This design comes from an exercise in tuning for small area, a short achievable clock period and few clock cycles per item on the open sky130 flow, not from production work. Function was checked by simulation only, so behaviour that the tests miss may differ from the original. No activity file was given, so power comes from the tool's default toggle rates.

==> flow/design.v, too long to show whole: its modules and the start of the top module <==
// module operand_store: 46 lines
// module block_scheduler: 71 lines
// module tile_mac: 747 lines
// module result_store: 57 lines
// module block_matmul_top: 181 lines
module block_matmul_top (
    input  logic                clk_i,
    input  logic                rstn_i,
    input  logic                start_i,
    input  logic                north_wr_en_i,
    input  mesh_pkg::data_t     north_wr_data_i,
    input  logic                north_wr_reset_i,
    input  logic                west_wr_en_i,
    input  mesh_pkg::data_t     west_wr_data_i,
    input  logic                west_wr_reset_i,
    input  mesh_pkg::mem_addr_t result_addr_i,
    output logic                north_empty_o,
    output logic                west_empty_o,
    output logic                alloc_done_o,
    output logic                mult_done_o,
    output mesh_pkg::data_t     result_data_o
);
  // ...
==> flow/flow/run.sh <==
#!/bin/bash
set -o pipefail
export SETUP_SLACK_MARGIN=7.2
bash standard.sh MATCH_CELL_FOOTPRINT=0 "BUFFER_PORTS_ARGS=-buffer_cell sky130_fd_sc_hd__buf_4" finish > standard.log 2>&1
==> flow/standard.sh <==
#!/bin/bash
# synth_recipe.tcl (not shown) runs the flow's synth.tcl, then flattens the netlist and writes it again
# the make line also repeats each setting of config.mk as NAME=value (left out here)
make -C /OpenROAD-flow-scripts/flow DESIGN_CONFIG=/design/flow/config.mk WORK_HOME=/design/flow/orfs CLKGATE_MAP_FILE= SYNTH_SCRIPT=/design/flow/synth_recipe.tcl "${@:-finish}"
==> flow/config.mk <==
export PLATFORM = sky130hd
export DESIGN_NAME = block_matmul_top
export DESIGN_NICKNAME = block_matmul_top
export VERILOG_FILES = /design/flow/design.v
export SDC_FILE = /design/flow/constraint.sdc
export NUM_CORES = 4
export LEC_CHECK = 0
export CAP_MARGIN = 20
export CORE_MARGIN = 2
export CORE_UTILIZATION = 62
export CTS_CLUSTER_DIAMETER = 100
export CTS_CLUSTER_SIZE = 20
export SLEW_MARGIN = 20
==> flow/constraint.sdc <==
create_clock -name core_clock -period 11.0 [get_ports {clk_i}]
set_input_delay 2.2000 -clock core_clock [delete_from_list [all_inputs] [get_ports {clk_i}]]
set_output_delay 2.2000 -clock core_clock [all_outputs]
set_load 0.01 [all_outputs]
==> out/qor.csv, run 1 <==
stage,metric,value,unit
status,status,finished clean,
placed_design,Place WS,5.834,ns
worst_setup_path,"CP delay by family, top",compound AO/OA/AOI/OAI gates,
layout,"most common cell after layout, fill and taps aside",edfxtp_1,
layout,seq_cells,2900,
placed_design,GPL Wtd Cong,0.9347,
clock_tree,clock root buffer,clkbuf_16,
power,PwrDens,329.6,nW/um^2
layout,area of the multi-input gates,66430,um^2
power,combinational power share,61.9,%
route,antenna-violating nets left,0,
grt,met3 Use GR,10.42,%
worst_setup_path,Critical R2R Launch,r_q[96],
floorplan,# IOs,111,
worst_setup_path,CP dominant cell by count,fa_2,
placed_design,Area after DPL,156700,um^2
route,Residual DRC,0,
floorplan,Chip Width,501.2,um
layout,final core utilization,68.07,%
worst_setup_path,worst path required time,11.61,ns
route,TritonRoute pass-1 iters,8,
layout,proportion of layout cells with a drive suffix above 1,15.52,%
floorplan,Core ar.,245900,um^2
placed_design,number of port buffers,110,
layout,register area,79140,um^2
power,sequential share of power,25.8,%
synthesis,post-synthesis compound-gate area fraction,9.512,%
clock_tree,CTS sink cnt,2900,
placed_design,Placed Cells,14376,
power,Lkg Pwr,61.57,nW
synthesis,"Top FF cell, synth",edfxtp_1,
route,Met2 Routed Length,226100,um
Testbench counts, summed over its fixed seeds: cycles 1,536, items 64.
==> run 2: changes to the inputs <==
--- a/flow/config.mk
+++ b/flow/config.mk
@@ -7,7 +7,7 @@
 export LEC_CHECK = 0
 export CAP_MARGIN = 20
 export CORE_MARGIN = 2
-export CORE_UTILIZATION = 62
+export CORE_UTILIZATION = 55
 export CTS_CLUSTER_DIAMETER = 100
 export CTS_CLUSTER_SIZE = 20
 export SLEW_MARGIN = 20
==> run 2 against run 1 <==
- clock skew down 0.013 ns
- global-route usage down 4.6 points
- synthesized cell count unchanged
- register-to-register slack worse by 0.06 ns
- sequential cell count unchanged
- setup slack worse by 0.060 ns
- combinational power up 2%
- first-iteration DRC count down 5.2%
- sequential power about the same
- utilization down 7.2 points
- critical path type unchanged
- routed wire length up 1.2%
- total power up 1.5%
==> out/qor.csv, run 2 <==
stage,metric,value,unit,change
power,PwrDens,332.5,nW/um^2,+0.86%
route,TritonRoute pass-1 iters,9,,+1
synthesis,"Top FF cell, synth",edfxtp_1,,
clock_tree,clock root buffer,clkbuf_16,,
floorplan,die area,282900,um^2,
floorplan,Initial Util,55.38,%,
synthesis,fraction of registers with async set/reset,2.069,%,
placed_design,number of port buffers,110,,unchanged
synthesis,commonest cells in the synthesized netlist,"2048 x edfxtp_1, 1525 x inv_1, 1010 x xnor2_1",,
route,vias per cell,6.474,,
layout,"most common cell after layout, fill and taps aside",edfxtp_1,,
timing,final worst setup slack,7.083,ns,
status,status,finished clean,,
clock_tree,CTS sink cnt,2900,,unchanged
floorplan,# IOs,111,,unchanged
timing,fin. max-slew vios,0,,
placed_design,Place WS,5.686,ns,-0.1478 ns
layout,fin nets,12875,,
synthesis,cell with the most instances after synthesis,edfxtp_1,,
worst_setup_path,"Arr. time, crit path",4.64,ns,
timing,Rel. slew slack,16.58,%,
clock_tree,CTS tree,done,,
power,combinational power share,62.4,%,+0.5 points
route,antenna-violating nets left,0,,unchanged
timing,Final setup viols,0,,
synthesis,Synth area leaders,"edfxtp_1 40%, fa_1 12%, dfxtp_1 10%",,
route,top routing layer used,met5,,
worst_setup_path,startpoint types,flip-flop,,
layout,area of the multi-input gates,66460,um^2,about the same
layout,filler cell count,21632,,
route,WL per Instance,33.33,um,
synthesis,Synth Cell Area,153300,um^2,
grt,initial antenna violation count,27,,
timing,Final min period,3.917,ns,
layout,post-route design area,168400,um^2,
power,sw power,26.25,mW,
layout,register area,79140,um^2,about the same
synthesis,Post-synth EDFFs,2048,,
grt,grt total ovfl,0,,
synthesis,Synth top area share,40.13,%,
placed_design,GPL Wtd Cong,0.9279,,-0.73%
synthesis,Yosys reg bits,2900,,
synthesis,Mapped Nets,12965,,
worst_setup_path,worst path cell trace,fa_1 -> fa_2 -> a21o_1 -> a311o_1 -> and4_4 -> o31ai_4 -> a21oi_2 -> o22a_1 -> or4_4 -> nand3_4 -> o21ai_1,,
route,drt total wl,516700,um,
worst_setup_path,largest stage delay on the critical path,0.53,ns,
timing,Fmax,255.3,MHz,
clock_tree,Max Root-Sink Buffers,4,,
worst_setup_path,Setup CP Type,reg -> reg,,
grt,GR Util All Layers,35.70,%,
route,met3 wire length,56270,um,
route,Vias,100361,,
timing,clk_skew,0.06076,ns,
power,Clock Power Share,12.3,%,
floorplan,Chip Width,531.9,um,+6.1%
timing,final hold viol count,0,,
synthesis,cell taking the most area after synthesis,edfxtp_1,,
clock_tree,Worst-path clk slew,0.09,ns,
synthesis,Cells after Synth,11727,,
hold_path,worst hold path type,reg -> reg,,
grt,largest net degree at the start of global routing,174,,
power,Lkg Pwr,61.80,nW,+0.37%
route,Met2 Routed Length,231900,um,+2.6%
synthesis,syn_area_per_cell,13.07,um^2,
timing,worst slew pin tran,1.247,ns,
timing,RSZ-0062 raised after global routing,true,,
floorplan,Rows,193,,
grt,first-pass GRT wire length,727700,um,
clock_tree,CTS Buf Count,175,,
layout,most frequent cells in the layout,"2048 x edfxtp_1, 1486 x inv_1, 985 x xnor2_1",,
worst_setup_path,"Max stage delay cell, worst path",fa_1,,
layout,final core utilization,60.85,%,-7.2 points
synthesis,synth warn,4,,
clock_tree,# H-tree levels,4,,
route,Metal-1 WL,188900,um,
power,peak supply drop,587.7,uV,
grt,number of global-route vias before repair,100573,,
power,switch share,46.89,%,
worst_setup_path,worst path required time,11.73,ns,+0.12 ns
layout,proportion of layout cells with a drive suffix above 1,15.63,%,+0.11 points
synthesis,count of different cell masters after synthesis,91,,
synthesis,"Seq/Total Area, Yosys",51.46,%,
power,sequential share of power,25.3,%,-0.5 points
worst_setup_path,CP Max Fanout,6,,
route,Residual DRC,0,,unchanged
power,Pint,29.74,mW,
placed_design,DP HPWL,320300,um,
placed_design,Area after DPL,157400,um^2,+0.43%
timing,ratio of final minimum period to clock period,35.61,%,
worst_setup_path,CP endpoint kind,flip-flop,,
floorplan,Core ar.,276700,um^2,+13%
flow_run,max-cap violations,0,,
floorplan,Die Height,531.9,um,
layout,Layout Area Growth over Synthesis,9.886,%,
route,Initial DRC Count,14231,,
clock_tree,Clock Latency Late Sink,0.92,ns,
## run 2: power groups by stage
stage          sequential (mW)  clock (mW)  combinational, mW
6_report                  14.1        6.90               35.0
2_1_floorplan             14.1           0               19.4
4_1_cts                   14.1        6.98               33.3
3_5_place_dp              14.4           0               31.1
5_1_grt                   14.2        7.37               37.6
3_3_place_gp              14.4           0               30.5
## run 2: final timing paths
kind                       startpoint                        to  slack [ns]  depth (start not counted)
max                          r_q[162]      u_result.accin_q[63]        7.08                         11
min                         row1_q[1]                 row2_q[1]        0.33                          0
max reg2reg                  r_q[162]      u_result.accin_q[63]        7.08                         11
min reg2reg                 row1_q[1]                 row2_q[1]        0.33                          0
max in group asynchronous      rstn_i            u_sched.i_q[1]        9.07                          1
min in group asynchronous      rstn_i  north_store.wr_sel_q[12]        1.36                          1
## run 2: cell families after synthesis
logic type | count (synthesis) | synth area share, %
buffers and inverters | 2443 | 6.049
XOR/XNOR | 1313 | 7.513
adder cells (fa/ha/maj) | 1163 | 13.94
multiplexers | 627 | 8.618
flip-flops | 2900 | 51.46
AO/OA/AOI/OAI | 2256 | 9.512
AND/OR/NAND/NOR | 1025 | 2.908
## run 2: metrics by stage
stage	hold slack, ns	total power, mW	setup TNS (ns)	cells
finish	0.3346	55.99	0	15501
CTS	0.3347	54.47	0	15338
global route	0.3408	59.13	0	15496
global placement	0.3107	44.85	0	14865
detailed placement	0.3121	45.49	0	14865
floorplan	0.3096	33.43	-873.61	11727
## run 2: final cells by class
class	count	area share, %
diodes	22	0.03269
clock buffers	290	2.913
clock inverters	24	0.1999
inverters	1556	3.582
multi-input cells	6384	39.47
flip-flops and latches	2900	47.00
well taps	3705	2.753
repair buffers	617	4.045
repair inverters	3	0.01337
## run 2: worst max-delay path: cells and delay by family (launching register included)
kind	cells	cell delay, ns
adder cells (fa/ha/maj)	2	0.95
AND/OR/NAND/NOR	3	0.84
AO/OA/AOI/OAI	6	1.59
flip-flops	1	0.34
## run 2: repair_timing
action | 4_1_cts | 5_1_grt
buffers inserted | 130 | 122
gates cloned | 29 | 18
endpoints found under the setup margin | 1452 | 673
pin swaps | 16 | 68
hold buffers | 0 | 0
gates resized for setup | 394 | 226
## run 2: metal layers
| metal | vias to the layer above | track usage [%] |
|---|---|---|
| li1 | 41181 | - |
| met1 | 51343 | 46.72 |
| met2 | 6393 | 54.79 |
| met3 | 1432 | 8.429 |
| met4 | 12 | 20.72 |
| met5 | - | 0 |
==> run 3: changes to the inputs <==
==> flow/flow/run.sh (replaced) <==
#!/bin/bash
set -o pipefail
export SETUP_SLACK_MARGIN=7.3
bash standard.sh MATCH_CELL_FOOTPRINT=0 "BUFFER_PORTS_ARGS=-buffer_cell sky130_fd_sc_hd__buf_4" finish > standard.log 2>&1
==> run 3 against run 2 <==
- still clean
- register-to-register slack improved by 0.13 ns
- routed wire length is 1.6% higher
- utilization is 0.51 points higher
- first-iteration DRC count is 0.13% lower
- synthesized cell count did not move
- critical path depth unchanged
- die area unchanged
- via count increased by 0.95%
- area after synthesis is the same
- cell count up 0.28%
- combinational power up 3%
- sequential cell count unchanged
- critical path type unchanged
- highest routed layer unchanged
==> out/qor.csv, run 3 <==
stage,metric,value,unit,change
clock_tree,Max Root-Sink Buffers,4,,unchanged
floorplan,die area,282900,um^2,unchanged
worst_setup_path,CP endpoint kind,flip-flop,,
grt,number of global-route vias before repair,101400,,+0.82%
synthesis,Mapped Nets,12965,,unchanged
worst_setup_path,"Max stage delay cell, worst path",fa_1,,
worst_setup_path,worst r2r path cells,11,,unchanged
hold_path,Hold Path Depth,0,,unchanged
power,Clock Power Share,12.1,%,-0.2 points
synthesis,"Seq/Total Area, Yosys",51.46,%,unchanged
timing,Final min period,3.788,ns,-0.1286 ns
floorplan,Rows,193,,unchanged
clock_tree,CTS tree,done,,
layout,most frequent cells in the layout,"2048 x edfxtp_1, 1477 x inv_1, 974 x xnor2_1",,
timing,RSZ-0062 raised after global routing,true,,
grt,GRT met2 Usage,55.25,%,+0.46 points
power,peak supply drop,638.3,uV,+8.6%
worst_setup_path,worst path required time,11.77,ns,+0.04 ns
placed_design,Area after DPL,157400,um^2,unchanged
grt,grt total ovfl,0,,unchanged
grt,GR Util All Layers,36.32,%,+0.62 points
power,sequential share of power,24.8,%,-0.5 points
timing,Fmax,264.0,MHz,+3.4%
status,status,finished clean,,
clock_tree,CTS Buf Count,175,,unchanged
worst_setup_path,Setup CP Type,reg -> reg,,
worst_setup_path,worst path cell trace,clkinvlp_4 -> o22ai_1 -> xnor2_1 -> fa_1 -> inv_1 -> fa_1 -> fa_1 -> inv_1 -> fa_1 -> inv_1 -> fa_1,,
synthesis,count of different cell masters after synthesis,91,,unchanged
floorplan,Die Height,531.9,um,unchanged
placed_design,DP HPWL,320300,um,unchanged
floorplan,Chip Width,531.9,um,unchanged
route,antenna-violating nets left,0,,unchanged
synthesis,Synth Cell Area,153300,um^2,unchanged
layout,proportion of layout cells with a drive suffix above 1,16.85,%,+1.2 points
layout,final core utilization,61.37,%,+0.51 points
synthesis,Synth top area share,40.13,%,unchanged
synthesis,Yosys reg bits,2900,,unchanged
flow_run,max-cap violations,0,,unchanged
grt,first-pass GRT wire length,737900,um,+1.4%
synthesis,Post-synth EDFFs,2048,,unchanged
synthesis,"Top FF cell, synth",edfxtp_1,,
timing,Final setup viols,0,,unchanged
hold_path,worst hold path type,reg -> reg,,
route,WL per Instance,33.78,um,+1.3%
hold_path,Hold Path Sink,row2_q[1],,
power,switch share,46.82,%,-0.062 points
worst_setup_path,"CP delay by family, top",adder cells,,
synthesis,syn_area_per_cell,13.07,um^2,unchanged
worst_setup_path,CP startpoint,b_q[125],,
power,combinational power share,63.1,%,+0.7 points
worst_setup_path,largest stage delay on the critical path,0.50,ns,-0.03 ns
clock_tree,hold_buf cts,0,,unchanged
floorplan,# IOs,111,,unchanged
timing,fin. max-slew vios,0,,unchanged
route,Initial DRC Count,14213,,-0.13%
clock_tree,clock root buffer,clkbuf_16,,
worst_setup_path,Critical R2R Launch,b_q[125],,
route,Vias,101313,,+0.95%
worst_setup_path,startpoint types,flip-flop,,
worst_setup_path,CP Max Fanout,3,,-3
floorplan,Initial Util,55.38,%,unchanged
worst_setup_path,r2r setup slk,7.21,ns,+0.13 ns
timing,worst slew pin tran,1.231,ns,-0.01569 ns
grt,M1 GR Usage,47.45,%,+0.73 points
placed_design,GPL Wtd Cong,0.9279,,unchanged
hold_path,hold path startpoint,row1_q[1],,
route,TritonRoute pass-1 iters,8,,-1
layout,fin nets,12914,,+0.30%
synthesis,fraction of registers with async set/reset,2.069,%,unchanged
power,sw power,26.72,mW,+1.8%
floorplan,Core ar.,276700,um^2,unchanged
worst_setup_path,"Arr. time, crit path",4.56,ns,-0.08 ns
timing,Rel. slew slack,15.56,%,-1.0 points
synthesis,commonest cells in the synthesized netlist,"2048 x edfxtp_1, 1525 x inv_1, 1010 x xnor2_1",,
timing,clk_skew,0.06393,ns,+0.003167 ns
worst_setup_path,CP dominant cell by count,fa_1,,
clock_tree,Clock Latency Late Sink,0.92,ns,about the same
worst_setup_path,CP bufs+invs,4,,+4
power,Lkg Pwr,62.23,nW,+0.70%
timing,final hold viol count,0,,unchanged
timing,ratio of final minimum period to clock period,34.44,%,-1.2 points
grt,initial antenna violation count,24,,-11%
grt,met3 Use GR,8.864,%,+0.44 points
worst_setup_path,r2r endpoint,r_q[350],,
route,Residual DRC,0,,unchanged
layout,"most common cell after layout, fill and taps aside",edfxtp_1,,
synthesis,cell taking the most area after synthesis,edfxtp_1,,
synthesis,cell with the most instances after synthesis,edfxtp_1,,
clock_tree,Worst-path clk slew,0.09,ns,about the same
layout,post-route design area,169800,um^2,+0.84%
route,drt total wl,525000,um,+1.6%
clock_tree,# H-tree levels,4,,unchanged
clock_tree,CTS sink cnt,2900,,unchanged
synthesis,Synth area leaders,"edfxtp_1 40%, fa_1 12%, dfxtp_1 10%",,
grt,gr busiest metal,met2,,
power,Pint,30.34,mW,+2.0%
grt,largest net degree at the start of global routing,166,,-4.6%
placed_design,number of port buffers,110,,unchanged
synthesis,synth warn,4,,unchanged
route,vias per cell,6.518,,+0.67%
layout,Layout Area Growth over Synthesis,10.81,%,
power,PwrDens,336.0,nW/um^2,+1.1%
synthesis,Cells after Synth,11727,,unchanged
[run 3: cell type report]
type | instances | area (um^2)
fillers | 21441 | 106900
flip-flops and latches | 2900 | 79220
multi-input cells | 6384 | 67030
repair buffers | 656 | 7550
inverters | 1556 | 6047
clock buffers | 290 | 4906
well taps | 3705 | 4636
clock inverters | 24 | 336.6
diodes | 26 | 65.06
repair inverters | 3 | 22.52
[run 3: how the worst max path moves through the flow]
| stage | endpoint | slack (ns) | cells past startpoint |
|---|---|---|---|
| after global placement | two_q[4] | 5.72 | 10 |
| after global routing | r_q[350] | 7.11 | 12 |
| final | r_q[350] | 7.21 | 11 |
| after floorplan | u_result.res_q[0] | -1.71 | 2 |
| after CTS | west_empty_o | 7.17 | 1 |
| after detailed placement | two_q[3] | 5.69 | 10 |
[run 3: repair_timing]
item                       in CTS  in global routing
gates resized for setup       546                280
gates cloned                   47                 11
pin swaps                      43                104
setup endpoints to repair    1589                937
setup buffers                 196                 85
[run 3: cell families (layout without fill, tap and decap cells)]
| logic type | Yosys count | count (layout) | synth area share [%] |
|---|---|---|---|
| buffers and inverters | 2443 | 2529 | 6.049 |
| multiplexers | 627 | 627 | 8.618 |
| adder cells (fa/ha/maj) | 1163 | 1163 | 13.94 |
| other | 0 | 26 | 0 |
| XOR/XNOR | 1313 | 1313 | 7.513 |
| AO/OA/AOI/OAI | 2256 | 2256 | 9.512 |
| flip-flops | 2900 | 2900 | 51.46 |
| AND/OR/NAND/NOR | 1025 | 1025 | 2.908 |
[run 3: routing by layer]
metal	vias to the layer above	routed length [um]
li1	41281	-
met1	51932	190900
met2	6578	234800
met3	1514	59010
met4	8	40360
met5	-	57
[run 3: metrics by stage]
stage          worst slack [ns]  hold WS (ns)  setup TNS (ns)  power (mW)  cells
2_1_floorplan            -1.706        0.3096         -873.61       33.43  11727
3_3_place_gp              5.724        0.3107               0       44.85  14865
3_5_place_dp              5.686        0.3121               0       45.49  14865
4_1_cts                   7.175        0.3347               0       55.28  15422
5_1_grt                   7.113        0.3408               0       60.09  15534
6_report                  7.212        0.3336               0       57.06  15544
[run 3: power groups by stage]
stage | logic, mW | registers (mW) | clock network [mW]
after CTS | 34.2 | 14.1 | 6.98
after detailed placement | 31.1 | 14.4 | 0
final | 36.0 | 14.2 | 6.89
after global routing | 38.5 | 14.2 | 7.36
after global placement | 30.5 | 14.4 | 0
after floorplan | 19.4 | 14.1 | 0

## separate check: timing with driven ports
How much do the figures lean on ideal ports? The routed layouts below were timed once more, with nothing changed but the port constraints.
Step 1, drivers: a clkbuf_16 drives clk_i and a buf_2 each remaining input, both assumed.
Step 2 also shifts input and output timing later by t, the mid clock arrival at the registers, as if the neighbouring blocks saw the same clock.
Three values: ideal ports, drivers, drivers and shift; two values: the first two.
run	shift t [ns]	slack for setup (ns)	hold slack, ns	worst setup path after step 2
run 1	0.973	7.143 / 7.143 / 6.424	0.333 / 0.333 / 0.333	input to register
run 2	1.003	7.083 / 7.083 / 6.399	0.335 / 0.335 / 0.335	input to register
run 3	0.992	7.212 / 7.141 / 6.380	0.334 / 0.334 / 0.334	input to register
After both steps every run listed still meets setup and hold. For run 3, which loses most, drivers alone change the setup slack by -0.071 ns; drivers and shift together by -0.832 ns.
